Context: an optimization exercise on an open-source flow, tuned for small area, a short achievable clock period and few clock cycles. The choices shown serve that exercise and are no tape-out recipe.
No functional check of the RTL was part of any run shown here.
Power and IR drop assume default switching activity.

--- flow/config.mk ---
export PLATFORM = sky130hd
export DESIGN_NAME = hid_keyboard_report_to_key_events_core
export DESIGN_NICKNAME = hid_keyboard_report_to_key_events_core
export VERILOG_FILES = /design/flow/design.v
export SDC_FILE = /design/flow/constraint.sdc
export NUM_CORES = 4
export LEC_CHECK = 0
export ABC_AREA = 1
export ABC_CLOCK_PERIOD_IN_PS = 2300
export CAP_MARGIN = 20
export CORE_MARGIN = 2
export CORE_UTILIZATION = 40
export CTS_BUF_LIST = sky130_fd_sc_hd__clkbuf_4 sky130_fd_sc_hd__clkbuf_8
export SETUP_SLACK_MARGIN = 2.7
export SLEW_MARGIN = 20
--- flow/constraint.sdc ---
create_clock -name core_clock -period 5.0 [get_ports {clk_i}]
set_input_delay 1.0000 -clock core_clock [delete_from_list [all_inputs] [get_ports {clk_i}]]
set_output_delay 1.0000 -clock core_clock [all_outputs]
set_load 0.01 [all_outputs]
--- flow/design.v ---
`default_nettype none
module hkre_xlate (
  input  logic [7:0] hi_i,     
  input  logic [3:0] lo_i,     
  output logic [7:0] scan_o
);
  localparam logic [1023:0] Table = {
    8'h00, 8'h8A, 8'h00, 8'h00, 8'h00, 8'h00, 8'h00, 8'h00,
    8'h8D, 8'h74, 8'h7C, 8'h7D, 8'hA4, 8'hA3, 8'hA2, 8'hA1,
    8'h83, 8'h82, 8'h81, 8'h80, 8'h7D, 8'h7C, 8'h74, 8'h73,
    8'hF5, 8'h00, 8'hB1, 8'hF7, 8'h94, 8'h92, 8'h9F, 8'h9E,
    8'h9D, 8'h9B, 8'h9A, 8'h99, 8'h98, 8'h97, 8'h96, 8'h95,
    8'h9C, 8'hA4, 8'hA3, 8'hA2, 8'hA1, 8'hAA, 8'hA9, 8'hA7,
    8'hA8, 8'h8F, 8'h8D, 8'h8C, 8'h8E, 8'h8A, 8'h8B, 8'hB0,
    8'h7D, 8'h7C, 8'h72, 8'h71, 8'h68, 8'h67, 8'h66, 8'h65,
    8'h64, 8'h5A, 8'h59, 8'h58, 8'h57, 8'h56, 8'h00, 8'hF3,
    8'hED, 8'hFB, 8'hBF, 8'hE8, 8'hF2, 8'hBF, 8'hF7, 8'hF6,
    8'hFA, 8'hF5, 8'hF9, 8'hD4, 8'hBE, 8'hBC, 8'h71, 8'hBD,
    8'hEF, 8'hEA, 8'hE5, 8'hE0, 8'hDB, 8'hD6, 8'hD0, 8'hCB,
    8'hC5, 8'hC0, 8'hC3, 8'hDC, 8'hC8, 8'hC6, 8'hD3, 8'hE1,
    8'hD7, 8'hC7, 8'hD1, 8'hC1, 8'hF0, 8'hEB, 8'hDE, 8'hE3,
    8'hEC, 8'hE7, 8'hE2, 8'hE6, 8'hDD, 8'hD8, 8'hD2, 8'hCC,
    8'hCD, 8'hCE, 8'hD9, 8'hC2, 8'h00, 8'h00, 8'h00, 8'h00
  };
  logic [7:0][7:0] grp;    
  for (genvar g = 0; g < 8; g++) begin : g_grp
    assign grp[g] = Table[{g[2:0], lo_i, 3'b000} +: 8];
  end
  always_comb begin
    scan_o = '0;
    for (int g = 0; g < 8; g++) begin
      scan_o = scan_o | ({8{hi_i[g]}} & grp[g]);
    end
  end
endmodule
`default_nettype wire
`default_nettype none
module hid_keyboard_report_to_key_events_core (
  input  logic        clk_i,
  input  logic        rst_ni,
  input  logic        in_valid_i,
  output logic        in_stall_o,
  input  logic [55:0] in_data_i,
  output logic        out_valid_o,
  input  logic        out_stall_i,
  output logic [9:0]  out_data_o
);
  logic [5:0][7:0] pk;       
  logic [5:0][6:0] cur_q;    
  logic [5:0][6:0] held_q;   
  logic            cv_q;     
  logic [1:0]      s_q;      
  logic [5:0]      fp_q;     
  logic [5:0]      rv_q;     
  logic [2:0]      mod_q;    
  logic [1:0]      ph_q;     
  logic [11:0]     km_q;     
  logic            kz_q;     
  logic [11:0]     low_q;    
  logic            t_v;      
  logic [7:0]      t_hi;     
  logic [3:0]      t_lo;     
  logic            t_val;    
  logic            t_last;   
  logic            stall_q;
  logic            ov_q;
  logic [9:0]      out_q;
  logic            advance;
  logic            accept;
  logic            step;
  logic            consume;
  logic [2:0]      in_mod;
  logic [5:0]      pz;       
  logic [5:0][6:0] pkc;      
  logic [5:0]      cz;       
  logic [5:0]      e0;       
  logic [5:0]      e1;       
  logic [5:0]      e2;       
  logic [5:0]      fp_n;
  logic [5:0]      rv_n;
  logic [11:0]     km_new;
  logic [11:0]     km_n;
  logic [11:0]     low_n;
  logic [11:0]     rest;
  logic [11:0]     low_k;
  logic [11:0]     low_r;
  logic [11:0]     seen_k;   
  logic [11:0]     seen_r;   
  logic [5:0]      low_cur;  
  logic [6:0]      sel_key;
  logic [7:0]      t_code;
  logic [1:0]      s_n;
  logic [1:0]      ph_n;
  assign advance = !ov_q || !out_stall_i;
  assign accept  = in_valid_i && !stall_q;
  assign step    = in_valid_i && (s_q != 2'd2);
  assign consume = advance && kz_q && (t_v ? (ph_q == 2'd0) : (ph_q == 2'd3));
  assign in_mod[0] = |(in_data_i[55:48] & 8'h22);
  assign in_mod[1] = |(in_data_i[55:48] & 8'h11);
  assign in_mod[2] = |(in_data_i[55:48] & 8'h44);
  for (genvar i = 0; i < 6; i++) begin : g_slot
    assign pk[i] = in_data_i[47-8*i -: 8];
    assign pz[i] = pk[i][7] || (pk[i][6:2] == 5'h00) || (pk[i][6:0] == 7'h39) ||
                   (pk[i][6:0] == 7'h66) || ((pk[i][6:3] == 4'hF) && (pk[i][2:0] != 3'h6));
    assign pkc[i] = pz[i] ? 7'h00 : pk[i][6:0];
    assign cz[i] = cur_q[i] == 7'h00;
    assign e0[i] = !pk[i][7] && (pk[i][6:0] == cur_q[i]);
    assign e1[i] = !pk[i][7] && (pk[i][6:0] == cur_q[(i+1)%6]);
    assign e2[i] = !pk[i][7] && (pk[i][6:0] == cur_q[(i+2)%6]);
    assign fp_n[i] = (fp_q[i] && s_q != 2'd0) || e0[i] || e1[i] || e2[i];
    assign rv_n[i] = ((s_q != 2'd0) ? rv_q[i] : !cz[i]) && !(e0[i] || e1[(i+5)%6] || e2[(i+4)%6]);
    assign km_new[2*i]   = cv_q && rv_q[i];
    assign km_new[2*i+1] = !pz[i] && !(cv_q && fp_q[i]);
  end
  always_comb begin
    for (int m = 0; m < 6; m++) begin
      low_cur[m] = (s_q == 2'd1) ? low_q[2*((m+3)%6)+1] : low_q[2*m+1];
    end
    sel_key = '0;
    for (int i = 0; i < 6; i++) begin
      sel_key = sel_key | ({7{low_q[2*i]}} & held_q[i])
                        | ({7{low_cur[i]}} & cur_q[i]);
    end
  end
  assign rest = km_q & ~low_q;
  assign km_n = consume ? rest : km_q;
  assign seen_k[0] = 1'b0;
  assign seen_r[0] = 1'b0;
  for (genvar i = 0; i < 12; i++) begin : g_low
    assign low_k[i] = km_q[i] && !seen_k[i];
    assign low_r[i] = rest[i] && !seen_r[i];
    if (i < 11) begin : g_seen
      assign seen_k[i+1] = seen_k[i] || km_q[i];
      assign seen_r[i+1] = seen_r[i] || rest[i];
    end
  end
  assign low_n = consume ? low_r : low_k;
  hkre_xlate u_xlate (.hi_i(t_hi), .lo_i(t_lo), .scan_o(t_code));
  assign s_n  = step ? s_q + 2'd1 : s_q;
  assign ph_n = (advance && !t_v && ph_q != 2'd0) ? ph_q + 2'd1 : ph_q;
  always_ff @(posedge clk_i or negedge rst_ni) begin
    if (!rst_ni) begin
      cv_q    <= 1'b0;
      s_q     <= 2'd0;
      stall_q <= 1'b0;
      ph_q    <= 2'd0;
      km_q    <= '0;
      kz_q    <= 1'b0;
      t_v     <= 1'b0;
      ov_q    <= 1'b0;
    end else begin
      if (accept) begin
        cv_q    <= 1'b1;
        s_q     <= 2'd0;
        stall_q <= 1'b1;
        km_q    <= km_new;
        kz_q    <= 1'b1;
        ph_q    <= (advance && !t_v) ? 2'd2 : 2'd1;
      end else begin
        s_q     <= s_n;
        stall_q <= !((ph_n == 2'd0) && ((consume ? rest : km_q) == '0) && (!cv_q || s_n == 2'd2));
        km_q    <= km_n;
        kz_q    <= consume ? (rest != '0) : (km_q != '0);
        ph_q    <= ph_n;
      end
      if (advance) begin
        ov_q <= (ph_q != 2'd0) || t_v || accept;
        t_v  <= consume;
      end
    end
  end
  always_ff @(posedge clk_i) begin
    if (accept) begin
      cur_q <= pkc;
      mod_q <= in_mod;
    end else if (step) begin
      rv_q  <= {rv_n[2:0], rv_n[5:3]};
      cur_q <= {cur_q[2:0], cur_q[5:3]};
    end
    fp_q <= fp_n;
    if (!stall_q) held_q <= cur_q;
    low_q <= low_n;
    if (consume) begin
      for (int g = 0; g < 8; g++) t_hi[g] <= sel_key[6:4] == 3'(g);
      t_lo   <= sel_key[3:0];
      t_val  <= |(low_q & 12'b1010_1010_1010);
      t_last <= rest == '0;
    end
    if (advance) begin
      if (t_v) begin
        out_q <= {t_code, t_val, t_last};
      end else begin
        case (ph_q)
          2'd1:    out_q <= {8'hAE, mod_q[0], 1'b0};
          2'd2:    out_q <= {8'hAF, mod_q[1], 1'b0};
          2'd3:    out_q <= {8'hB1, mod_q[2], km_q == '0};
          default: out_q <= {8'hAE, in_mod[0], 1'b0};
        endcase
      end
    end
  end
  assign in_stall_o  = stall_q;
  assign out_valid_o = ov_q;
  assign out_data_o  = out_q;
endmodule
`default_nettype wire
--- flow/flow/run.sh ---
#!/bin/bash
# Standard layout, with the port buffers made of plain buffer cells
# (buffer_ports picks a delay cell by default).
export BUFFER_PORTS_ARGS="-buffer_cell sky130_fd_sc_hd__buf_2"
bash standard.sh > standard.log 2>&1
--- flow/standard.sh ---
#!/bin/bash
# synth_recipe.tcl (not shown) runs the flow's synth.tcl, then flattens the netlist and writes it again
# the make line also repeats each setting of config.mk as NAME=value (left out here)
make -C /OpenROAD-flow-scripts/flow DESIGN_CONFIG=/design/flow/config.mk WORK_HOME=/design/flow/orfs CLKGATE_MAP_FILE= SYNTH_SCRIPT=/design/flow/synth_recipe.tcl "${@:-finish}"
==> metrics.sh, run 1 <==
SYNTH_AREA_MM2=0.0106
MUX_CELL_AREA_SHARE_AFTER_SYNTHESIS_PCT=0
WL_PER_CELL_UM=20.8
FIRST_PASS_GRT_WIRE_LENGTH_UM=59100
SYNTH_WARNINGS=2
PLACEDCELLCOUNT=1829
SYNTH.YOSYS.SEQ_AREA_SHARE_PCT=41.3
GRT_MAX_DEGREE=64
FINAL_MAX_SLEW_VIOL_COUNT=0
ARRIVAL_TIME_AT_THE_WORST_ENDPOINT_NS=2.58
DETAILEDPLACEMENTHPWL_UM=28600
SYN-MEAN-INSTANCE-AREA_UM2=7.17
SYNTH-ASYNC-RESET-RATIO_PCT=13.5
WORST_SETUP_PATH_END_KIND='register'
SETUP_WS_PRE_CTS_NS=2.15
GRT_SETUP_UNREPAIRED='true'
ANTENNA_FOUND_INITIAL=0
VIA_COUNT_OF_THE_FIRST_GLOBAL_ROUTING_PASS=9912
RUN_STATUS='timing/DRC/antenna clean'
STANDARD_CELL_ROW_COUNT=59
INITIAL_CORE_UTIL_PCT=40.7
DETAIL-ROUTE-ANTENNA-NETS=0
SYNTH_LARGEST_AREA_CELL='edfxtp_1'
START_KIND='input port'
MAX_SLEW_MARGIN_PCT=54.6
CP_SLOWEST_STAGE_DELAY_NS=0.39
MAX_VDD_DROP_mV=0.246
SYNTH_COMPOUND_AREA_SHARE_PCT=12.9
AREA_DELTA_SYNTH_FINAL_PCT=9.49
LAYOUT.CELLS.NON_FILLER=1869
DIE_W_UM=167
SYNTH_SEQ_CELLS=156
CTS_HTREE_LEVELS=4
DESIGN.FINAL.NETS=1598
YOSYS.AREA.TOP_TYPE_SHARE_PCT=33.0
POSTLAYOUTSETUPSLACKWORST_NS=2.78
SYNTH_TOP_FAMILY_BY_AREA='simple AND/OR/NAND/NOR gates'
TIMING.FINAL.CRIT_SHARE_PCT=44.5
CRIT_PATH_MAX_FANOUT=31
CLOCK_LATENCY_OF_THE_LATER_CLOCKED_REGISTER_IN_THE_WORST_SKEW_PAIR_NS=0.47
TRITONCTS_NUM_SINKS=156
DIE_HEIGHT_UM=167
SYNTH-ADDER-AREA-SHARE_PCT=2.00
NETLIST-CELL-TYPE-COUNT=44
FIN_AREA_MM2=0.0117
POWER_uW=5390
CRITICAL_PATH_RT_NS=5.36
MAXCLOCKFREQUENCY_MHz=450
PLACEDINSTANCEAREA_MM2=0.0112
CRIT_TYPE='in2reg'
CLK_PIN_SLEW_NS=0.09
MAXIMUM_BUFFER_DEPTH_OF_THE_CLOCK_TREE=2
FP.DIEAREA_MM2=0.0279
VIASPERCELL=5.78
SYNTH_TOP_CELLS_BY_AREA='edfxtp_1 (33%), nand2_1 (15%), inv_1 (5.9%)'
PERIOD_NEEDED_NS=2.22
CTS_TREE='done'
POST_SYNTHESIS_XOR_XNOR_AREA_FRACTION_PCT=2.80
IOS=72
NUMCTSBUFFERS=17
SYNTHSIMPLEGATEAREAFRAC_PCT=31.8
DETAILROUTE.VIA_COUNT=10800
POST_SYNTHESIS_NET_COUNT=1563
HOLD_PATH.CLASS='in2async'
WORST_PIN_SLEW_NS=0.681
HOLD_VIOL=0
ROUTABILITYCONGESTION=0.978
BUFFER_PORTS.INSERTED=69
DRT_ITER0_MARKERS=1276
WORST_PATH_MAX_DELAY_CELL='buf_4'
PLACEABLECOREAREA_MM2=0.0261
FINAL_LAYOUT_SIZE_SUFFIX_GT1_SHARE_PCT=9.97
NETLIST_INSTANCES=1486
CTS_ROOT_BUF='clkbuf_8'
FINALSETUPVIOLCOUNT=0
ROUTED_WIRELENGTH_UM=38900
NUMBER_OF_DIODES_ADDED_FOR_ANTENNA_FIXING=0
TIMING.CRITICAL_PATH.CELLS='buf_2 > inv_1 > nor2_4 > inv_4 > buf_4 > nand2_1 > nor2_1 > nand3_1 > nor2_1 > nand2_1'
REMAINING_DESIGN_RULE_VIOLATION_COUNT=0
FIN_SKEW_NS=0.0152
POWER.LEAKAGE_uW=0.00513
REMAINING_GLOBAL_ROUTE_OVERFLOW=0
DRV.MAX_CAP_VIOLATION_COUNT=0
GLOBALROUTETOTALUTIL_PCT=27.7
DRT-PASS1-ITER-COUNT=8
PWR_DENSITY_CELL_mW_PER_MM2=462
FINAL.SETUP.TNS_NS=0
SYNTH_TOP_FLOP_CELL='edfxtp_1'
SYNTH_ENABLE_FLOP_CELLS=117
## routing by layer
metal	GRT usage [%]	part of all wire (%)	vias up
met4	12.0	4.3	0
met5	0	0	-
met3	4.94	8.8	112
met1	37.5	42	5022
met2	43.9	45	623
li1	-	-	5042
## worst max-delay path: cells and delay by family
kind | cells | cell delay, ns
buffers and inverters | 4 | 0.87
and+or+nand+nor | 6 | 0.68
## cell usage after synthesis, types with 9 or more instances
cell,n
buf_2,21
or2_2,9
edfxtp_1,117
nand4_1,64
ha_1,17
nor2_1,161
inv_1,167
nand2_1,418
o21ai_0,104
clkbuf_1,38
nand3_1,96
o22ai_1,45
dfxtp_1,18
a21oi_1,53
nor3_1,26
xor2_1,27
dfrtp_1,21
## stage by stage
stage	util (%)	hold WS, ns
2_1_floorplan	-	0.424
3_3_place_gp	42.7	0.479
3_5_place_dp	42.7	0.482
4_1_cts	44.4	0.503
5_1_grt	44.6	0.514
6_report	44.6	0.501
## cell type report
class                      count  area, µm²
inverter                     177        682
timing repair inverter         1       5.00
clock inverter                15        184
timing repair buffer          81        439
sequential                   156       4400
tap                          335        419
fill                        2718      14500
multi-input combinational   1087       5300
clock buffer                  17        234
## final timing paths
check	start	end	slack (ns)	cells past startpoint
worst max-delay path	in_valid_i	stall_q$_DFF_PN0_	2.78	10
worst min-delay path	rst_ni	km_q[8]$_DFF_PN0_	0.50	1
worst max register to register	t_lo[0]$_DFFE_PN_	out_q[5]$_DFFE_PN_	2.82	10
worst min register to register	cur_q[12]$_DFFE_PP_	held_q[12]$_DFFE_PN_	0.50	0
max in group asynchronous	rst_ni	s_q[0]$_DFF_PN0_	4.15	1
min in group core_clock	cur_q[12]$_DFFE_PP_	held_q[12]$_DFFE_PN_	0.50	0
## kinds of logic (layout without fill, tap and decap cells)
group	count (synthesis)	after routing
AND/OR/NAND/NOR	795	795
buffers and inverters	243	291
AO/OA/AOI/OAI	241	241
flip-flops	156	156
XOR/XNOR	34	34
adder cells (fa/ha/maj)	17	17
## flip-flops by register name, indices dropped and copies added (netlist names), 2 cells and up
| register | cells |
|---|---|
| cur_q | 42 |
| fp_q | 6 |
| held_q | 42 |
| km_q | 12 |
| low_q | 12 |
| mod_q | 3 |
| out_q | 10 |
| ph_q | 2 |
| rv_q | 6 |
| s_q | 2 |
| t_hi | 8 |
| t_lo | 4 |
## cell usage in the layout (no fill, tap or decap), types with 4 or more instances in the layout
cell / count
nand2_1: 416
inv_1: 165
nor2_1: 161
edfxtp_1: 117
o21ai_0: 104
nand3_1: 96
buf_2: 69
nand4_1: 64
a21oi_1: 53
o22ai_1: 45
xor2_1: 27
nor3_1: 26
dfrtp_1: 21
dfxtp_1: 18
clkbuf_8: 17
ha_1: 15
buf_4: 11
or2_2: 9
a22oi_1: 8
nand2_2: 7
inv_2: 7
xnor2_1: 7
a21o_1: 6
o21ai_2: 6
inv_6: 6
o211ai_1: 5
clkinvlp_4: 4
nand3b_1: 4
o32ai_1: 4
nor4_1: 4
## power breakdown
group          internal [µW]  leakage, µW  switching (µW)
Combinational            695      0.00348            1530
Sequential              1730      0.00144             417
Clock                    502     0.000206             524
## what timing repair did
item	CTS	global route
gates resized for setup	5	3
setup buffers	3	4
cloned	0	1
endpoints found under the setup margin	11	17
hold buffers	0	0
==> run 2: changes to the inputs <==
--- a/flow/design.v
+++ b/flow/design.v
@@ -2,4 +2,3 @@
 module hkre_xlate (
-  input  logic [7:0] hi_i,     
-  input  logic [3:0] lo_i,     
+  input  logic [6:0] code_i,
   output logic [7:0] scan_o
@@ -24,12 +23,3 @@
   };
-  logic [7:0][7:0] grp;    
-  for (genvar g = 0; g < 8; g++) begin : g_grp
-    assign grp[g] = Table[{g[2:0], lo_i, 3'b000} +: 8];
-  end
-  always_comb begin
-    scan_o = '0;
-    for (int g = 0; g < 8; g++) begin
-      scan_o = scan_o | ({8{hi_i[g]}} & grp[g]);
-    end
-  end
+  assign scan_o = Table[{code_i, 3'b000} +: 8];
 endmodule
@@ -50,2 +40,4 @@
   logic [5:0][6:0] held_q;   
+  logic            cf_q;
+  logic            hf_q;
   logic            cv_q;     
@@ -60,4 +52,3 @@
   logic            t_v;      
-  logic [7:0]      t_hi;     
-  logic [3:0]      t_lo;     
+  logic [6:0]      t_key;    
   logic            t_val;    
@@ -89,2 +80,4 @@
   logic [5:0]      low_cur;  
+  logic [5:0]      low_hld;  
+  logic [5:0]      rv_slot;  
   logic [6:0]      sel_key;
@@ -111,3 +104,4 @@
     assign rv_n[i] = ((s_q != 2'd0) ? rv_q[i] : !cz[i]) && !(e0[i] || e1[(i+5)%6] || e2[(i+4)%6]);
-    assign km_new[2*i]   = cv_q && rv_q[i];
+    assign rv_slot[i] = cf_q ? rv_q[(i+3)%6] : rv_q[i];
+    assign km_new[2*i]   = cv_q && rv_slot[i];
     assign km_new[2*i+1] = !pz[i] && !(cv_q && fp_q[i]);
@@ -116,3 +110,4 @@
     for (int m = 0; m < 6; m++) begin
-      low_cur[m] = (s_q == 2'd1) ? low_q[2*((m+3)%6)+1] : low_q[2*m+1];
+      low_cur[m] = cf_q ? low_q[2*((m+3)%6)+1] : low_q[2*m+1];
+      low_hld[m] = hf_q ? low_q[2*((m+3)%6)] : low_q[2*m];
     end
@@ -120,3 +115,3 @@
     for (int i = 0; i < 6; i++) begin
-      sel_key = sel_key | ({7{low_q[2*i]}} & held_q[i])
+      sel_key = sel_key | ({7{low_hld[i]}} & held_q[i])
                         | ({7{low_cur[i]}} & cur_q[i]);
@@ -137,3 +132,3 @@
   assign low_n = consume ? low_r : low_k;
-  hkre_xlate u_xlate (.hi_i(t_hi), .lo_i(t_lo), .scan_o(t_code));
+  hkre_xlate u_xlate (.code_i(t_key), .scan_o(t_code));
   assign s_n  = step ? s_q + 2'd1 : s_q;
@@ -174,13 +169,17 @@
       cur_q <= pkc;
+      cf_q  <= 1'b0;
       mod_q <= in_mod;
-    end else if (step) begin
-      rv_q  <= {rv_n[2:0], rv_n[5:3]};
+    end else begin
       cur_q <= {cur_q[2:0], cur_q[5:3]};
+      cf_q  <= !cf_q;
     end
     fp_q <= fp_n;
-    if (!stall_q) held_q <= cur_q;
+    rv_q <= {rv_n[2:0], rv_n[5:3]};
+    if (!stall_q) begin
+      held_q <= cur_q;
+      hf_q   <= cf_q;
+    end
     low_q <= low_n;
     if (consume) begin
-      for (int g = 0; g < 8; g++) t_hi[g] <= sel_key[6:4] == 3'(g);
-      t_lo   <= sel_key[3:0];
+      t_key  <= sel_key;
       t_val  <= |(low_q & 12'b1010_1010_1010);
==> metrics.sh, run 2 <==
RRSETUPSLACK_NS=2.82
HOLD_PATH.CLASS='in2async'
FINAL_LAYOUT_SIZE_SUFFIX_GT1_SHARE_PCT=9.96
MAX_SLEW_MARGIN_PCT=28.9
FINAL.SETUP.TNS_NS=0
SEQ_POWER_SHARE_PCT=38.6
POWER_SWITCHING_SHARE_PCT=50.6
CRITICAL_PATH_RT_NS=5.37
GRT_MOST_USED_LAYER='met2'
CTS_ROOT_BUF='clkbuf_8'
DIE_HEIGHT_UM=164
WORST_SETUP_PATH_END_KIND='register'
SYNTH_ENABLE_FLOP_CELLS=65
DRV.MAX_CAP_VIOLATION_COUNT=0
COMB_POWER_SHARE_PCT=45.3
FIRST_PASS_GRT_WIRE_LENGTH_UM=59400
MAXCLOCKFREQUENCY_MHz=460
WL_PER_CELL_UM=20.7
POST_SYNTHESIS_NET_COUNT=1575
P_SWITCHING_uW=3110
NETLIST-CELL-TYPE-COUNT=45
TOP_REGS='cur_q x42, held_q x42'
SYNTH-ASYNC-RESET-RATIO_PCT=13.7
SYNTH_AREA_MM2=0.0102
CTS_HTREE_LEVELS=4
NUMBER_OF_DIODES_ADDED_FOR_ANTENNA_FIXING=0
FINAL_MAX_SLEW_VIOL_COUNT=0
CPLARGESTDELAYFAMILY='buffers and inverters'
START_KIND='register'
HOLD_VIOL=0
GROUTE.LAYER.MET1.USAGE_PCT=38.0
PERIOD_NEEDED_NS=2.18
ROUTED_WIRELENGTH_UM=39200
SYN-MEAN-INSTANCE-AREA_UM2=6.82
FP.DIEAREA_MM2=0.0268
CLK_PWR_SHARE_PCT=16.1
DIE_W_UM=164
DRT-PASS1-ITER-COUNT=6
MAXIMUM_BUFFER_DEPTH_OF_THE_CLOCK_TREE=2
CTS_TREE='done'
SYNTH_TOP_FLOP_CELL='dfxtp_1'
TRITONCTS_NUM_SINKS=153
WORST_PIN_SLEW_NS=1.05
RUN_STATUS='timing/DRC/antenna clean'
GLOBALROUTETOTALUTIL_PCT=29.5
CRIT_PATH_MAX_FANOUT=11
CLOCK_LATENCY_OF_THE_LATER_CLOCKED_REGISTER_IN_THE_WORST_SKEW_PAIR_NS=0.50
YOSYS-TOP-CELLS-COUNT='nand2_1 (422), nor2_1 (172), inv_1 (166)'
FIN_SKEW_NS=0.0285
PLACEDCELLCOUNT=1850
FINALSETUPVIOLCOUNT=0
SYNTH_LARGEST_AREA_CELL='edfxtp_1'
SYNTH_SEQ_CELLS=153
DETAIL-ROUTE-ANTENNA-NETS=0
INITIAL_CORE_UTIL_PCT=40.7
DRT_ITER0_MARKERS=1506
REMAINING_DESIGN_RULE_VIOLATION_COUNT=0
GRT_SETUP_UNREPAIRED='true'
TIMING.FINAL.CRIT_SHARE_PCT=43.5
VIA_COUNT_OF_THE_FIRST_GLOBAL_ROUTING_PASS=9986
CRIT_PATH_FREQUENT_CELL='inv_1'
CRIT_TYPE='reg2reg'
CLK_PIN_SLEW_NS=0.12
MOSTFREQUENTLAYOUTCELL='nand2_1'
DETAILROUTE.VIA_COUNT=11000
CP_SLOWEST_STAGE_DELAY_NS=0.49
POWER.LEAKAGE_uW=0.00510
YOSYSMOSTFREQUENTCELL='nand2_1'
YOSYS.AREA.TOP_TYPE_SHARE_PCT=19.1
HOLD_WS_NS=0.448
ROUTABILITYCONGESTION=1.02
AREA_DELTA_SYNTH_FINAL_PCT=10.9
POWER.INTERNAL_uW=3040
IOS=72
PLACEABLECOREAREA_MM2=0.0251
SYNTH_WARNINGS=1
ARRIVAL_TIME_AT_THE_WORST_ENDPOINT_NS=2.55
USE_MET3_PCT=5.30
GRT_USE_MET2_PCT=47.3
SYNTH_TOP_CELLS_BY_AREA='edfxtp_1 (19%), nand2_1 (16%), dfxtp_1 (13%)'
NETLIST_INSTANCES=1499
DESIGN.FINAL.NETS=1630
SYNTH.YOSYS.SEQ_AREA_SHARE_PCT=37.4
STANDARD_CELL_ROW_COUNT=58
CTS_HOLD_REPAIR.BUFFERS=0
CRIT_BUF_INV=2
TIMING.CRITICAL_PATH.CELLS='inv_1 > ha_1 > inv_1 > a21oi_1 > o21ai_0 > nor2_1'
WORST_PATH_MAX_DELAY_CELL='ha_1'
FINAL_CELL_MIX='nand2_1 (420), nor2_1 (172), inv_1 (160)'
LAYOUT.CELLS.NON_FILLER=1897
DETAILEDPLACEMENTHPWL_UM=28300
VIASPERCELL=5.78
MAX_VDD_DROP_mV=0.253
BUFFER_PORTS.INSERTED=69
REMAINING_GLOBAL_ROUTE_OVERFLOW=0
PWR_DENSITY_CELL_mW_PER_MM2=543
ANTENNA_FOUND_INITIAL=0
GRT_MAX_DEGREE=45
FILLER_CELL_COUNT=2680
NUMCTSBUFFERS=17
[run 2: area by class of cell]
cell class	instances	area [µm²]	area share (%)
multi-input combinational	1119	5490	48.5
inverter	173	664	5.87
clock inverter	15	191	1.69
timing repair inverter	2	15.0	0.133
clock buffer	17	234	2.07
tap	330	413	3.65
timing repair buffer	88	495	4.38
sequential	153	3820	33.7
[run 2: path summary, 6_finish.rpt]
kind                                  startpoint           endpoint  depth (start not counted)
min in group core_clock          fp_q[1]$_DFF_P_    fp_q[1]$_DFF_P_                          2
worst max-delay path            s_q[0]$_DFF_PN0_    rv_q[0]$_DFF_P_                          6
worst max register to register  s_q[0]$_DFF_PN0_    rv_q[0]$_DFF_P_                          6
max in group asynchronous                 rst_ni  km_q[6]$_DFF_PN0_                          1
worst min register to register   fp_q[1]$_DFF_P_    fp_q[1]$_DFF_P_                          2
worst min-delay path                      rst_ni  ph_q[1]$_DFF_PN0_                          1
[run 2: power by group through the flow]
stage | combinational, µW | clock, µW | sequential [µW]
2_1_floorplan | 1970 | 0 | 2020
3_3_place_gp | 2560 | 0 | 2420
3_5_place_dp | 2570 | 0 | 2410
4_1_cts | 2680 | 1000 | 2340
5_1_grt | 3100 | 1050 | 2380
6_report | 2790 | 992 | 2380
[run 2: cells by family (layout without fill, tap and decap cells)]
group           Yosys count  after routing  synth area share (%)
compound gates          233            233                  12.9
xor+xnor                 43             43                  3.69
fa+ha+maj                16             16                  1.96
buf+inv                 227            295                  9.05
flops                   153            153                  37.4
simple gates            827            827                  35.0
[run 2: what timing repair did]
item | in CTS | in global routing
cloned | 0 | 2
buffers inserted | 10 | 3
resized for setup | 5 | 9
endpoints found under the setup margin | 26 | 35
[run 2: worst reg2reg max path: cells and delay by family, from the launching register on]
kind            cells  cell delay [ns]
simple gates        1             0.27
fa+ha+maj           1             0.50
compound gates      2             0.42
flops               1             0.37
buf+inv             2             0.49
[run 2: metal layers]
| layer | wire, µm | part of all wire (%) | vias to the layer above |
|---|---|---|---|
| li1 | - | - | 5132 |
| met1 | 15800 | 40 | 5027 |
| met2 | 17700 | 45 | 666 |
| met3 | 3610 | 9.2 | 144 |
| met4 | 2160 | 5.5 | 0 |
| met5 | 0 | 0 | - |
[run 2: per-stage QoR]
stage	util, %	setup WS, ns	total power (µW)	instance area [µm²]
final	45.1	2.82	6150	11300
after global routing	45.1	2.68	6540	11300
after CTS	44.9	2.70	6020	11300
after detailed placement	42.8	2.10	4980	10800
after global placement	42.8	2.07	4980	10800
after floorplan	-	2.80	3990	10200
==> run 3: changes to the inputs <==
--- a/flow/config.mk
+++ b/flow/config.mk
@@ -8,3 +8,3 @@
 export ABC_AREA = 1
-export ABC_CLOCK_PERIOD_IN_PS = 2300
+export ABC_CLOCK_PERIOD_IN_PS = 1900
 export CAP_MARGIN = 20
@@ -13,3 +13,3 @@
 export CTS_BUF_LIST = sky130_fd_sc_hd__clkbuf_4 sky130_fd_sc_hd__clkbuf_8
-export SETUP_SLACK_MARGIN = 2.7
+export SETUP_SLACK_MARGIN = 3.1
 export SLEW_MARGIN = 20
==> metrics.sh, run 3 <==
RUN_STATUS='timing/DRC/antenna clean'
TRITONCTS_NUM_SINKS=153
WORST_SETUP_PATH_END_KIND='primary output'
CP_SLOWEST_STAGE_DELAY_NS=0.43
PLACEDCELLCOUNT=1850
REMAINING_GLOBAL_ROUTE_OVERFLOW=0
CLOCK_LATENCY_OF_THE_LATER_CLOCKED_REGISTER_IN_THE_WORST_SKEW_PAIR_NS=0.47
DIE_W_UM=164
POST_SYNTHESIS_NET_COUNT=1575
ARRIVAL_TIME_AT_THE_WORST_ENDPOINT_NS=1.03
FINAL_MAX_SLEW_VIOL_COUNT=0
P_SWITCHING_uW=3240
CTS_HTREE_LEVELS=4
TIMING.FINAL.CRIT_SHARE_PCT=40.6
CRIT_TYPE='reg2out'
SYNTH_LARGEST_AREA_CELL='edfxtp_1'
FIRST_PASS_GRT_WIRE_LENGTH_UM=60300
AREA_DELTA_SYNTH_FINAL_PCT=20.0
YOSYSMOSTFREQUENTCELL='nand2_1'
CRIT_PATH_MAX_FANOUT=2
DIE_HEIGHT_UM=164
GRT_SETUP_UNREPAIRED='true'
MAXCLOCKFREQUENCY_MHz=493
WORST_R2R_STARTPOINT='t_key[0]$_DFFE_PN_'
LAYOUT.CELLS.NON_FILLER=1959
VIASPERCELL=5.83
MOSTFREQUENTLAYOUTCELL='nand2_1'
FILLER_CELL_COUNT=2572
HOLD_PATH.CLASS='reg2reg'
MAX_VDD_DROP_mV=0.259
PERIOD_NEEDED_NS=2.03
WORST_PATH_MAX_DELAY_CELL='dfrtp_2'
DRV.MAX_CAP_VIOLATION_COUNT=0
CTS_HOLD_REPAIR.BUFFERS=0
REMAINING_DESIGN_RULE_VIOLATION_COUNT=0
SYN-MEAN-INSTANCE-AREA_UM2=6.82
HOLD_WS_NS=0.483
VIA_COUNT_OF_THE_FIRST_GLOBAL_ROUTING_PASS=10100
DETAILEDPLACEMENTHPWL_UM=28200
ROUTED_WIRELENGTH_UM=40400
FF_TO_FF_PATH_DEPTH=13
INITIAL_CORE_UTIL_PCT=40.7
MAXIMUM_BUFFER_DEPTH_OF_THE_CLOCK_TREE=2
ANTENNA_FOUND_INITIAL=1
BUFFER_PORTS.INSERTED=69
GRT_MAX_DEGREE=38
CLK_PWR_SHARE_PCT=14.4
SYNTH_TOP_CELLS_BY_AREA='edfxtp_1 (19%), nand2_1 (16%), dfxtp_1 (13%)'
SEQ_POWER_SHARE_PCT=35.7
DETAIL-ROUTE-ANTENNA-NETS=0
HOLD_DEPTH=2
FIN_AREA_MM2=0.0123
FIN_SKEW_NS=0.0174
FP.DIEAREA_MM2=0.0268
RRSETUPSLACK_NS=3.03
WL_PER_CELL_UM=20.6
CRIT_BUF_INV=1
DETAILROUTE.VIA_COUNT=11400
NETLIST-CELL-TYPE-COUNT=45
CLK_PIN_SLEW_NS=0.10
DESIGN.FINAL.NETS=1691
SYNTH_WARNINGS=1
WORSTHOLDENDPOINT='fp_q[1]$_DFF_P_'
CPLARGESTDELAYFAMILY='flip-flops'
YOSYS.AREA.TOP_TYPE_SHARE_PCT=19.1
COMB_POWER_SHARE_PCT=49.9
PLACEABLECOREAREA_MM2=0.0251
CRITICAL_PATH_RT_NS=4.00
SYNTH_SEQ_CELLS=153
YOSYS-TOP-CELLS-COUNT='nand2_1 (422), nor2_1 (172), inv_1 (166)'
ROUTABILITYCONGESTION=1.01
TIMING.RR.END='out_q[3]$_DFFE_PN_'
SYNTH_ENABLE_FLOP_CELLS=65
FINAL_CELL_MIX='nand2_1 (406), nor2_1 (167), inv_1 (150)'
SYNTH-ASYNC-RESET-RATIO_PCT=13.7
SYNTH.YOSYS.SEQ_AREA_SHARE_PCT=37.4
TOP_REGS='cur_q x42, held_q x42'
GLOBALROUTETOTALUTIL_PCT=29.8
WORST_PIN_SLEW_NS=0.662
FINAL_LAYOUT_SIZE_SUFFIX_GT1_SHARE_PCT=16.6
FINAL.SETUP.TNS_NS=0
PLACEDINSTANCEAREA_MM2=0.0108
IOS=72
MAX_SLEW_MARGIN_PCT=55.8
CTS_TREE='done'
NUMCTSBUFFERS=17
DRT-PASS1-ITER-COUNT=7
TIMING.CRITICAL_PATH.CELLS='buf_6'
STARTPOINT='ov_q$_DFFE_PN0N_'
HOLD_VIOL=0
STANDARD_CELL_ROW_COUNT=58
CTS_ROOT_BUF='clkbuf_8'
DRT_ITER0_MARKERS=1382
START_KIND='register'
PWR_DENSITY_CELL_mW_PER_MM2=543
SYNTH_TOP_FLOP_CELL='dfxtp_1'
FINALSETUPVIOLCOUNT=0
NETLIST_INSTANCES=1499
POWER.LEAKAGE_uW=0.00548
HOLD_PATH_START='fp_q[1]$_DFF_P_'
SYNTH_AREA_MM2=0.0102
POWER_SWITCHING_SHARE_PCT=48.7
POWER.INTERNAL_uW=3410
## run 3: cell counts after synthesis
Identical to the previous run, type by type.
## run 3: area by class of cell
cell class	instances	area (µm²)	area share (%)
clock buffer	17	234	1.91
inverter	173	683	5.57
sequential	153	3830	31.2
timing repair buffer	149	1180	9.60
clock inverter	15	155	1.27
timing repair inverter	1	7.51	0.0613
tap	330	413	3.37
antenna	1	2.50	0.0204
multi-input combinational	1120	5760	47.0
## run 3: worst reg2reg max path: cells and delay by family (launching register included)
kind | cells | cell delay, ns
buffers and inverters | 3 | 0.35
adder cells (fa/ha/maj) | 1 | 0.17
flip-flops | 1 | 0.48
AND/OR/NAND/NOR | 9 | 0.74
## run 3: metal layers
layer	vias up	global-route usage, %	part of all wire, %	wire length (µm)
li1	5260	-	-	-
met1	5270	38.9	40	16000
met5	-	0	0	0
met4	0	12.9	5.4	2170
met2	740	48.3	46	18500
met3	160	5.30	9.4	3810
## run 3: cells by family after synthesis
| kind of cell | Yosys count | synth area share (%) |
|---|---|---|
| DFF | 153 | 37.4 |
| xor gates and xnor gates | 43 | 3.69 |
| and+or+nand+nor | 827 | 35.0 |
| AOI/OAI and AO/OA | 233 | 12.9 |
| buffers and inverters | 227 | 9.05 |
| adders and majority gates | 16 | 1.96 |
## run 3: worst max path at each step
stage	end	slack [ns]	cells after the start
CTS	out_valid_o	2.95	1
global route	out_valid_o	2.94	1
floorplan	cur_q[14]$_DFF_P_	3.03	7
global placement	km_q[10]$_DFF_PN0_	2.29	6
detailed placement	km_q[0]$_DFF_PN0_	2.24	6
finish	out_valid_o	2.97	1
## run 3: stage by stage
step	util [%]	power [µW]	setup slack [ns]
floorplan	-	4010	3.03
global placement	42.9	4990	2.29
detailed placement	42.9	5000	2.24
CTS	46.2	6230	2.95
global route	48.8	7030	2.94
finish	48.8	6660	2.97
## run 3: power by group through the flow
stage | sequential (µW) | combinational, µW | clock [µW]
2_1_floorplan | 2030 | 1980 | 0
5_1_grt | 2380 | 3620 | 1020
3_3_place_gp | 2400 | 2590 | 0
4_1_cts | 2330 | 2940 | 965
6_report | 2380 | 3320 | 957
3_5_place_dp | 2400 | 2600 | 0
## run 3: timing repair
item,4_1_cts,5_1_grt
resized for setup,44,69
pin swaps,6,36
setup endpoints to repair,96,53
setup buffers,29,40
gates cloned,4,3
==> run 4: changes to the inputs <==
--- a/flow/design.v
+++ b/flow/design.v
@@ -45,3 +45,3 @@
   logic [5:0]      fp_q;     
-  logic [5:0]      rv_q;     
+  logic [5:0]      fc_q;     
   logic [2:0]      mod_q;    
@@ -49,3 +49,2 @@
   logic [11:0]     km_q;     
-  logic            kz_q;     
   logic [11:0]     low_q;    
@@ -70,3 +69,3 @@
   logic [5:0]      fp_n;
-  logic [5:0]      rv_n;
+  logic [5:0]      fc_n;
   logic [11:0]     km_new;
@@ -81,3 +80,3 @@
   logic [5:0]      low_hld;  
-  logic [5:0]      rv_slot;  
+  logic [5:0]      rel_ok;   
   logic [6:0]      sel_key;
@@ -89,3 +88,3 @@
   assign step    = in_valid_i && (s_q != 2'd2);
-  assign consume = advance && kz_q && (t_v ? (ph_q == 2'd0) : (ph_q == 2'd3));
+  assign consume = advance && (km_q != '0) && (t_v ? (ph_q == 2'd0) : (ph_q == 2'd3));
   assign in_mod[0] = |(in_data_i[55:48] & 8'h22);
@@ -103,5 +102,5 @@
     assign fp_n[i] = (fp_q[i] && s_q != 2'd0) || e0[i] || e1[i] || e2[i];
-    assign rv_n[i] = ((s_q != 2'd0) ? rv_q[i] : !cz[i]) && !(e0[i] || e1[(i+5)%6] || e2[(i+4)%6]);
-    assign rv_slot[i] = cf_q ? rv_q[(i+3)%6] : rv_q[i];
-    assign km_new[2*i]   = cv_q && rv_slot[i];
+    assign fc_n[i] = (fc_q[i] && s_q != 2'd0) || e0[i] || e1[(i+5)%6] || e2[(i+4)%6];
+    assign rel_ok[i] = cf_q ? !cz[(i+3)%6] && !fc_q[(i+3)%6] : !cz[i] && !fc_q[i];
+    assign km_new[2*i]   = cv_q && rel_ok[i];
     assign km_new[2*i+1] = !pz[i] && !(cv_q && fp_q[i]);
@@ -142,3 +141,2 @@
       km_q    <= '0;
-      kz_q    <= 1'b0;
       t_v     <= 1'b0;
@@ -151,3 +149,2 @@
         km_q    <= km_new;
-        kz_q    <= 1'b1;
         ph_q    <= (advance && !t_v) ? 2'd2 : 2'd1;
@@ -157,3 +154,2 @@
         km_q    <= km_n;
-        kz_q    <= consume ? (rest != '0) : (km_q != '0);
         ph_q    <= ph_n;
@@ -176,3 +172,3 @@
     fp_q <= fp_n;
-    rv_q <= {rv_n[2:0], rv_n[5:3]};
+    fc_q <= {fc_n[2:0], fc_n[5:3]};
     if (!stall_q) begin
--- a/flow/config.mk
+++ b/flow/config.mk
@@ -8,3 +8,3 @@
 export ABC_AREA = 1
-export ABC_CLOCK_PERIOD_IN_PS = 1900
+export ABC_CLOCK_PERIOD_IN_PS = 2100
 export CAP_MARGIN = 20
@@ -13,3 +13,3 @@
 export CTS_BUF_LIST = sky130_fd_sc_hd__clkbuf_4 sky130_fd_sc_hd__clkbuf_8
-export SETUP_SLACK_MARGIN = 3.1
+export SETUP_SLACK_MARGIN = 2.9
 export SLEW_MARGIN = 20
==> metrics.sh, run 4 <==
RUN_STATUS='timing/DRC/antenna clean'
SYNTH.YOSYS.SEQ_AREA_SHARE_PCT=38.5
GRT_MAX_DEGREE=68
DRV.MAX_CAP_VIOLATION_COUNT=0
WORST_R2R_STARTPOINT='hf_q$_DFFE_PN_'
CTS_HOLD_REPAIR.BUFFERS=0
NUMBER_OF_DIODES_ADDED_FOR_ANTENNA_FIXING=0
DRT_ITER0_MARKERS=1376
FINALSETUPVIOLCOUNT=0
START_KIND='register'
DIE_HEIGHT_UM=161
DETAILEDPLACEMENTHPWL_UM=27300
TOP_REGS='cur_q x42, held_q x42'
MUX_CELL_AREA_SHARE_AFTER_SYNTHESIS_PCT=0
ROUTABILITYCONGESTION=0.971
SYNTH_TOP_FLOP_CELL='dfxtp_1'
CLOCK_LATENCY_OF_THE_LATER_CLOCKED_REGISTER_IN_THE_WORST_SKEW_PAIR_NS=0.46
SYNTH_AREA_MM2=0.00986
MAX_SLEW_MARGIN_PCT=38.1
CRITICAL_PATH_RT_NS=5.20
CTS_ROOT_BUF='clkbuf_8'
BUFFER_PORTS.INSERTED=69
NETLIST-CELL-TYPE-COUNT=43
HOLD_DEPTH=2
FIN_SKEW_NS=0.0194
FF_TO_FF_PATH_DEPTH=4
PWR_DENSITY_CELL_mW_PER_MM2=381
WORST_SETUP_PATH_END_KIND='register'
TRITONCTS_NUM_SINKS=152
MAXCLOCKFREQUENCY_MHz=480
DIE_W_UM=161
SYNTH_COMPOUND_AREA_SHARE_PCT=18.4
REMAINING_GLOBAL_ROUTE_OVERFLOW=0
SEQ_AREA_MM2=0.00380
VIASPERCELL=5.78
ROUTED_WIRELENGTH_UM=37000
SYNTH-ADDER-AREA-SHARE_PCT=2.03
LAYOUT.CELLS.NON_FILLER=1795
RRSETUPSLACK_NS=2.92
FILLER_CELL_COUNT=2560
POST-ROUTE-UTIL_PCT=45.8
AREA_OF_COMBINATIONAL_CELLS_WITH_MULTIPLE_INPUTS_MM2=0.00518
CRIT_PATH_MAX_FANOUT=12
SYNTH_WARNINGS=1
CRIT_TYPE='reg2reg'
AREA_DELTA_SYNTH_FINAL_PCT=12.6
VIA_COUNT_OF_THE_FIRST_GLOBAL_ROUTING_PASS=9566
SYN-MEAN-INSTANCE-AREA_UM2=7.03
SYNTH-ASYNC-RESET-RATIO_PCT=13.2
CLK_PIN_SLEW_NS=0.08
MAXIMUM_BUFFER_DEPTH_OF_THE_CLOCK_TREE=2
NUMCTSBUFFERS=17
TIMING.FINAL.CRIT_SHARE_PCT=41.7
HOLD_PATH.CLASS='reg2reg'
NETLIST_INSTANCES=1404
ANTENNA_FOUND_INITIAL=0
PLACEABLECOREAREA_MM2=0.0242
SYNTH_TOP_FAMILY_BY_AREA='simple AND/OR/NAND/NOR gates'
FIRST_PASS_GRT_WIRE_LENGTH_UM=55800
FINAL_CELL_MIX='nand2_1 (328), inv_1 (179), nor2_1 (132)'
CP_SLOWEST_STAGE_DELAY_NS=0.79
FP.DIEAREA_MM2=0.0259
POST_SYNTHESIS_NET_COUNT=1480
ARRIVAL_TIME_AT_THE_WORST_ENDPOINT_NS=2.28
POWER_uW=4230
HOLD_VIOL=0
FINAL_LAYOUT_SIZE_SUFFIX_GT1_SHARE_PCT=12.1
TIMING.CRITICAL_PATH.CELLS='o21ai_1 > o22ai_1 > nor2_1 > nand3_1'
REMAINING_DESIGN_RULE_VIOLATION_COUNT=0
MAX_VDD_DROP_mV=0.218
WL_PER_CELL_UM=20.6
GRT_SETUP_UNREPAIRED='true'
WORST_PATH_MAX_DELAY_CELL='o21ai_1'
DETAIL-ROUTE-ANTENNA-NETS=0
HOLD_PATH_START='fp_q[0]$_DFF_P_'
STANDARD_CELL_ROW_COUNT=57
SYNTH_SEQ_CELLS=152
MOSTFREQUENTLAYOUTCELL='nand2_1'
CTS_TREE='done'
IOS=72
HOLD_WS_NS=0.468
YOSYS.AREA.TOP_TYPE_SHARE_PCT=19.8
DESIGN.FINAL.NETS=1534
YOSYS-TOP-CELLS-COUNT='nand2_1 (334), inv_1 (186), nor2_1 (135)'
YOSYSMOSTFREQUENTCELL='nand2_1'
SYNTH_TOP_CELLS_BY_AREA='edfxtp_1 (20%), dfxtp_1 (14%), nand2_1 (13%)'
POWER.LEAKAGE_uW=0.00478
WORST_PIN_SLEW_NS=0.923
SYNTHSIMPLEGATEAREAFRAC_PCT=26.9
SYNTH_LARGEST_AREA_CELL='edfxtp_1'
DRT-PASS1-ITER-COUNT=8
GLOBALROUTETOTALUTIL_PCT=28.3
FINAL_MAX_SLEW_VIOL_COUNT=0
FINAL.SETUP.TNS_NS=0
DETAILROUTE.VIA_COUNT=10400
PERIOD_NEEDED_NS=2.08
CTS_HTREE_LEVELS=4
PLACEDCELLCOUNT=1742
POST_SYNTHESIS_XOR_XNOR_AREA_FRACTION_PCT=4.17
SYNTH_ENABLE_FLOP_CELLS=65
WORSTHOLDENDPOINT='fp_q[0]$_DFF_P_'
TIMING.RR.END='t_key[1]$_DFFE_PN_'
INITIAL_CORE_UTIL_PCT=40.7
[run 4: cell count changes in the layout (fill, tap and decap cells not counted), moves of 9 or more]
cell / change
nand2_1: -78
nand4_1: -58
buf_4: -39
o22ai_1: +36
nor2_1: -35
inv_1: +29
o2111ai_1: +14
xnor2_1: +14
a21oi_1: +11
nor3_1: -10
xor2_1: -10
buf_6: -9
[run 4: worst max-delay path: cells and delay by family (launching register included)]
| kind | cells | cell delay, ns |
|---|---|---|
| and+or+nand+nor | 2 | 0.25 |
| AOI/OAI and AO/OA | 2 | 0.99 |
| DFF | 1 | 0.58 |
[run 4: metrics by stage]
stage	area [µm²]	worst slack [ns]
6_report	11100	2.92
5_1_grt	11100	2.88
4_1_cts	10900	2.88
3_5_place_dp	10400	2.26
3_3_place_gp	10400	2.16
2_1_floorplan	9880	2.92
[run 4: kinds of logic (layout without fill, tap and decap cells)]
logic type | Yosys count | in the layout
xor gates and xnor gates | 47 | 47
adders and majority gates | 16 | 16
AOI/OAI and AO/OA | 311 | 311
DFF | 152 | 152
buffers and inverters | 250 | 317
and+or+nand+nor | 628 | 628
[run 4: repair_timing]
action / in CTS / in global routing
gates cloned: 0 / 1
resized for setup: 13 / 32
setup endpoints to repair: 70 / 32
buffers inserted: 6 / 14
pin swaps: 0 / 0
[run 4: layer usage]
layer,routed length [µm],vias to the layer above,global-route usage (%)
met1,14900,4780,37.5
met2,16400,653,44.3
met5,0,-,0
li1,-,4829,-
met4,2350,0,16.5
met3,3400,118,4.21
[run 4: area by class of cell]
cell class | count | area share [%]
clock buffer | 18 | 2.17
tap | 324 | 3.65
clock inverter | 14 | 1.54
multi-input combinational | 1002 | 46.6
sequential | 152 | 34.2
inverter | 190 | 6.60
timing repair inverter | 1 | 0.0451
timing repair buffer | 94 | 5.19
[run 4: power by group]
group	internal, µW	switching, µW	leakage, µW
Sequential	1440	84.7	0.00131
Clock	503	500	0.000200
Combinational	560	1140	0.00328
[run 4: worst max-delay path by stage]
stage	startpoint	end	cells after the start	slack (ns)
6_report	hf_q$_DFFE_PN_	t_key[1]$_DFFE_PN_	4	2.92
4_1_cts	t_key[2]$_DFFE_PN_	out_q[3]$_DFFE_PN_	10	2.88
3_3_place_gp	t_key[3]$_DFFE_PN_	out_q[2]$_DFFE_PN_	10	2.16
3_5_place_dp	t_key[3]$_DFFE_PN_	out_q[2]$_DFFE_PN_	10	2.26
5_1_grt	hf_q$_DFFE_PN_	t_key[1]$_DFFE_PN_	4	2.88
2_1_floorplan	stall_q$_DFF_PN0_	ov_q$_DFFE_PN0N_	5	2.92

## static timing again, ports no longer ideal
Ports are ideal in the flow. The routed layouts listed here were re-timed in OpenROAD. Step 1: set_driving_cell puts a clkbuf_16 on clk_i and a buf_2 on each other input, an assumption about the parent block. Step 2 times the ports against the registers' clock, not the clock port: input delays grow and output delays shrink by t, the midpoint of the rising clock arrivals with the driver on. Slacks: ideal ports / drivers / drivers and shift; pairs: ideal ports / drivers.
| run | shift t [ns] | slack for setup (ns) | worst setup path after step 2 |
|---|---|---|---|
| run 1 | 0.508 | 2.777 / 2.803 / 2.294 | input to register |
| run 2 | 0.528 | 2.824 / 2.824 / 2.422 | input to register |
| run 3 | 0.507 | 2.972 / 2.929 / 2.657 | input to register |
| run 4 | 0.498 | 2.915 / 2.914 / 2.563 | input to register |
After both steps every run listed still meets setup and hold. The setup slack of run 1, which loses most, moves by +0.026 ns with the drivers and by -0.483 ns with both steps.
